What follows belongs to an exercise in optimizing a design on an open flow for small area; a production flow would make more cautious choices.
The RTL was checked by simulation tests, not by an equivalence proof against the original design.
Power figures rest on the tool's default switching activity, not on a simulated workload.

**run.sh**
```bash
#!/bin/bash
# synth_recipe.tcl (not shown) runs the flow's synth.tcl, then flattens the netlist and writes it again
# the make line also repeats each setting of config.mk as NAME=value (left out here)
make -C /OpenROAD-flow-scripts/flow DESIGN_CONFIG=/design/flow/config.mk WORK_HOME=/design/flow/orfs CLKGATE_MAP_FILE= SYNTH_SCRIPT=/design/flow/synth_recipe.tcl finish
```
**config.mk**
```make
export PLATFORM = sky130hd
export DESIGN_NAME = log_perf_ctrl
export DESIGN_NICKNAME = log_perf_ctrl
export VERILOG_FILES = /design/flow/design.v
export SDC_FILE = /design/flow/constraint.sdc
export NUM_CORES = 4
export LEC_CHECK = 0
export CAP_MARGIN = 20
export CORE_MARGIN = 2
export CORE_UTILIZATION = 40
export SLEW_MARGIN = 20
```
**constraint.sdc**
```tcl
create_clock -name core_clock -period 7.0 [get_ports {clock}]
set_input_delay 1.4000 -clock core_clock [delete_from_list [all_inputs] [get_ports {clock}]]
set_output_delay 1.4000 -clock core_clock [all_outputs]
set_load 0.01 [all_outputs]
```
**design.v**
```verilog
module log_perf_ctrl #(
  parameter int unsigned NUM_CNT  = 8,
  parameter int unsigned CNT_W    = 20,
  parameter int unsigned INC_W    = 6,
  parameter int unsigned TIMER_W  = 20,
  parameter int unsigned PERIOD_W = 16,
  parameter int unsigned IDX_W    = (NUM_CNT > 1) ? $clog2(NUM_CNT) : 1
) (
  input  logic                     clock,
  input  logic                     reset,
  input  logic [NUM_CNT*INC_W-1:0] perf_inc,
  input  logic [TIMER_W-1:0]       log_begin,
  input  logic [TIMER_W-1:0]       log_end,
  input  logic [PERIOD_W-1:0]      dump_period,
  input  logic                     auto_clean,
  input  logic                     dump_req,
  input  logic                     clean_req,
  input  logic                     out_ready,
  output logic [TIMER_W-1:0]       timer,
  output logic                     logEnable,
  output logic                     clean,
  output logic                     dump,
  output logic                     out_valid,
  output logic [IDX_W-1:0]         out_idx,
  output logic [CNT_W-1:0]         out_data,
  output logic                     out_last,
  output logic                     dump_overrun
);
  typedef enum logic {IDLE, STREAM} state_t;
  state_t              state, state_nxt;
  logic [TIMER_W-1:0]  timer_q;
  logic [PERIOD_W-1:0] period_cnt;
  logic [PERIOD_W-1:0] period_last;
  logic [IDX_W-1:0]    idx, idx_nxt;
  logic                dump_q, dump_nxt;
  logic                overrun, overrun_nxt;
  logic                clean_q;
  logic                snap;
  logic                log_en;
  logic                period_chg;
  logic                auto_req;
  logic                dump_rq;
  logic                last_beat;
  logic [CNT_W-1:0]    acc    [NUM_CNT];
  logic [CNT_W-1:0]    shadow [NUM_CNT];
  function automatic logic [CNT_W-1:0] sat_add(input logic [CNT_W-1:0] a,
                                               input logic [INC_W-1:0] b);
    logic [CNT_W:0] s;
    s = {1'b0, a} + {{(CNT_W+1-INC_W){1'b0}}, b};
    if (s[CNT_W]) sat_add = {CNT_W{1'b1}};
    else sat_add = s[CNT_W-1:0];
  endfunction
  assign log_en     = (timer_q >= log_begin) && (timer_q < log_end);
  assign period_chg = (dump_period != period_last);
  assign auto_req   = (dump_period != PERIOD_W'(0)) && !period_chg &&
                      (period_cnt == dump_period - PERIOD_W'(1));
  assign dump_rq    = dump_req | auto_req;
  assign last_beat  = (idx == IDX_W'(NUM_CNT - 1));
  always_ff @(posedge clock or negedge reset) begin
    if (!reset) begin
      timer_q     <= '0;
      period_cnt  <= '0;
      period_last <= '0;
    end else begin
      timer_q     <= timer_q + TIMER_W'(1);
      period_last <= dump_period;
      if (period_chg || (dump_period == PERIOD_W'(0)) || auto_req)
        period_cnt <= '0;
      else
        period_cnt <= period_cnt + PERIOD_W'(1);
    end
  end
  always_ff @(posedge clock or negedge reset) begin
    if (!reset) begin
      state   <= IDLE;
      idx     <= '0;
      dump_q  <= 1'b0;
      overrun <= 1'b0;
      clean_q <= 1'b0;
    end else begin
      state   <= state_nxt;
      idx     <= idx_nxt;
      dump_q  <= dump_nxt;
      overrun <= overrun_nxt;
      clean_q <= clean_req | (auto_clean & dump_q);
    end
  end
  always_comb begin
    state_nxt   = state;
    idx_nxt     = idx;
    dump_nxt    = 1'b0;
    overrun_nxt = overrun;
    snap        = 1'b0;
    case (state)
      IDLE: begin
        if (dump_rq) begin
          state_nxt = STREAM;
          idx_nxt   = '0;
          dump_nxt  = 1'b1;
          snap      = 1'b1;
        end
      end
      STREAM: begin
        if (dump_rq) overrun_nxt = 1'b1;
        if (out_ready) begin
          if (last_beat) begin
            state_nxt = IDLE;
            idx_nxt   = '0;
          end else begin
            idx_nxt = idx + IDX_W'(1);
          end
        end
      end
      default: state_nxt = IDLE;
    endcase
  end
  always_ff @(posedge clock or negedge reset) begin
    if (!reset) begin
      for (int i = 0; i < NUM_CNT; i++) begin
        acc[i]    <= '0;
        shadow[i] <= '0;
      end
    end else begin
      for (int i = 0; i < NUM_CNT; i++) begin
        if (clean_q)
          acc[i] <= '0;
        else if (log_en)
          acc[i] <= sat_add(acc[i], perf_inc[i*INC_W +: INC_W]);
        if (snap) shadow[i] <= acc[i];
      end
    end
  end
  assign timer        = timer_q;
  assign logEnable    = log_en;
  assign clean        = clean_q;
  assign dump         = dump_q;
  assign out_valid    = (state == STREAM);
  assign out_idx      = idx;
  assign out_data     = shadow[idx];
  assign out_last     = (state == STREAM) && last_beat;
  assign dump_overrun = overrun;
endmodule
```
==> impl_results.md <==
* CP cell instances: clkdlybuf4s50_1 -> inv_1 -> ha_1 -> a211o_1 -> o211ai_1 -> a21oi_1 -> o41a_1 -> nor4_1 -> nand2_2 -> inv_6 -> clkdlybuf4s50_1
* Die width at 234 um
* Mapped Area at 21200 um^2
* # hold bufs at CTS at 0
* TritonRoute pass-1 iters at 6
* CTS tree: built
* Layout cells sized above 1 at 0.136
* Share of synthesized flip-flops with an asynchronous set or reset at 1.00
* Post-DRT Antenna Nets at 0
* Final setup TNS at 0 ps
* Seq cells post-synth at 379
* Crit path top cell by count: clkdlybuf4s50_1
* Largest net degree at the start of global routing at 231
* Starting Density at 0.404
* Most frequent cells in the layout: dfrtp_1, nor2_1, clkdlybuf4s50_1
* Initial antenna violation count at 1
* Crit path arrival time at 4560 ps
* CP Class: in -> out
* DIE AREA at 54900 um^2
* Avg Vias per Cell at 5.81
* Shortest period the worst path allows at 5960 ps
* Post-Syn Area per Cell at 10.5 um^2
* Crit path from: log_end[5]
* GP Congestion at 0.850
* Routed via count at 16600
* FP Rows at 84
* Hold slack at 483 ps
* Min-Delay Startpoint: overrun$_DFFE_PN0P_
* Footprint of the multi-input gates at 10900 um^2
* DRC at 0
* Setup violators final at 0
* Synth warn at 3
* Routed WL at 58500 um
* First-pass GRT wire length at 92800 um
* Layout area overhead at 17.2%
* Crit. End Element: output port
* Drt wl/cell at 20.5 um
* Area contributors post-synth: dfrtp_1, mux2_4, ha_1, mux2_2, nor2_1
* Post-synth EDFFs at 0
* Synthesized Nets at 2241
* Final global-route overflow total at 0
* F_max at 168 MHz
* Relative slew slack at 0.277
* Final Net Count at 2347
* CP max stage delay at 620 ps
* Final period utilization at 0.852
* Reg area at 9490 um^2
* Root buffer cell: clkbuf_16
* Num ports at 159
* Worst Hold Class: reg -> reg
* Cells after Synth at 2026
* Synth cell types at 71
* ANT cells at 0
* Skew final at 27.9 ps
* Post-synthesis sequential area ratio at 0.447
* Setup crit start kind: input port
* Post-CTS Setup Bufs at 0
* Final Hold Fails at 0
* Total core area at 52600 um^2
* RSZ-0062 raised after global routing: no
* DIE HEIGHT at 234 um
* Peak VDD IR at 0.220 mV
* Top Family by Delay on Critical Path: buffers and inverters
* Clock sink count at 379
* Area leader, netlist: dfrtp_1
* Post-DP HPWL at 39800 um
* Pwr dens at 233 nW/um^2
* Iteration-0 DRC Markers at 1374
* Buffers added on ports at 158
* GRT Util Overall at 0.214
* Final Slew Violations at 0
* Leakage at 0.0113 uW
* Post-CTS sizing at 0
* FF-to-FF Start: timer_q[5]$_DFF_PN0_
* Clk latency of the worst-skew pair at 580 ps
* Max Root-Sink Buffers at 3
* Worst Path Max Fanout at 3
* Number of global-route vias before repair at 16300
* Yosys top cell area share at 0.447
* Run status: finished clean
* Tightest Pin Transition at 1080 ps
* Total CTS buffers at 43
* Required time worst endpoint at 5600 ps
* CP max stage cell: nor4_1
* H-tree Lvls at 2
* Worst-path clk slew at 60 ps
* Most common cell after layout, fill and taps aside: dfrtp_1
* CP bufs+invs at 4
* Total of max-cap violations at 0
* Top_reg_cell synth: dfrtp_1
* Fillers at 4863
## through the flow
step                      power [uW]  setup WS (ps)  cell area [um^2]  cells   util
after global routing            6020            908             24900   2854  0.474
final                           5800           1040             24900   2854  0.474
after CTS                       5850           1050             24900   2854  0.473
after floorplan                 2850           1830             21200   2026      -
after detailed placement        3410           1050             23400   2775  0.445
after global placement          3400           1120             23400   2775  0.445
## cells in the mapped netlist, types with 5 or more instances
cell type,number
dfrtp_1,379
nor2_1,169
ha_1,97
inv_1,95
clkbuf_1,94
nand2_1,94
mux2_2,91
mux2_4,88
o21ai_0,84
a21oi_1,79
a311oi_1,71
nor3_1,69
nand3_1,55
xor2_1,53
and3_1,50
xnor2_1,44
a31oi_1,43
a41oi_1,31
nand4_1,29
nor4_1,27
a221oi_1,25
a222oi_1,20
and2_1,20
nor2b_1,18
a21o_1,16
a211oi_1,12
a41o_1,12
o21a_1,12
o21bai_1,12
buf_6,11
and4_1,9
buf_2,9
nand2b_1,9
o311a_1,9
fa_1,8
or2_2,7
nor4b_1,6
a31o_2,5
nand4b_1,5
nor3b_1,5
or3_1,5
or4_1,5
## area by class of cell
| class | instances | share of cell area |
|---|---|---|
| clock buffers | 59 | 0.0497 |
| well taps | 688 | 0.0346 |
| repair buffers | 176 | 0.0712 |
| multi-input cells | 1436 | 0.437 |
| flip-flops and latches | 379 | 0.381 |
| inverters | 96 | 0.0147 |
| clock inverters | 20 | 0.0113 |
## power breakdown
group,total (uW),leakage (uW),internal [uW],switching (uW)
Clock,2420,0.000744,1470,951
Combinational,1110,0.00534,442,670
Sequential,2270,0.00522,2230,36.6
Total,5800,0.0113,4140,1660
## registers in the layout (all words and copies together), names as in the netlist
name         count
state            1
acc            160
dump_q           1
idx              3
period_cnt      16
period_last     16
clean_q          1
shadow         160
overrun          1
timer_q         20
## metal layers
metal,up-vias,part of all wire,global-route usage
met1,8265,0.48,0.320
met3,73,0.058,0.0346
met2,493,0.44,0.321
li1,7756,-,-
met5,-,0,0
met4,0,0.023,0.0590
## cell families (layout without fill, tap and decap cells)
| logic type | Yosys count | in the layout | share of synthesized area |
|---|---|---|---|
| simple gates | 594 | 594 | 0.141 |
| compound gates | 458 | 458 | 0.154 |
| buf+inv | 211 | 351 | 0.0417 |
| flops | 379 | 379 | 0.447 |
| xor+xnor | 97 | 97 | 0.0400 |
| mux | 182 | 182 | 0.112 |
| fa+ha+maj | 105 | 105 | 0.0647 |
## worst paths after layout
check | end | slack (ps) | cells past startpoint
worst max register to register | acc[0][16]$_DFFE_PN0P_ | 2920 | 11
worst max-delay path | logEnable | 1040 | 11
max in group asynchronous | acc[1][3]$_DFFE_PN0P_ | 4890 | 2
worst min register to register | overrun$_DFFE_PN0P_ | 480 | 1
worst min-delay path | overrun$_DFFE_PN0P_ | 480 | 1
min in group asynchronous | acc[7][1]$_DFFE_PN0P_ | 840 | 1

[static timing again, ports no longer ideal]
Ports are ideal in the flow. The routed layout listed here was re-timed in OpenROAD.
Step 1 assumes that a clkbuf_16 drives the clock port and a buf_2 every other input.
Step 2, shift: input delay + t, output delay - t, t = (earliest + latest rising clock arrival at the registers) / 2. This alone moves slack from input paths to output paths.
Slacks: ideal ports / drivers / drivers and shift; pairs: ideal ports / drivers.
t (ns): 0.617
setup slack, ns: 1.039 / 1.016 / 1.016
hold WS [ns]: 0.483 / 0.483 / 0.483
worst setup path after step 2: input to output
After both steps this run still meets setup and hold. The setup slack of this run moves by -0.023 ns with the drivers and by -0.023 ns with both steps.
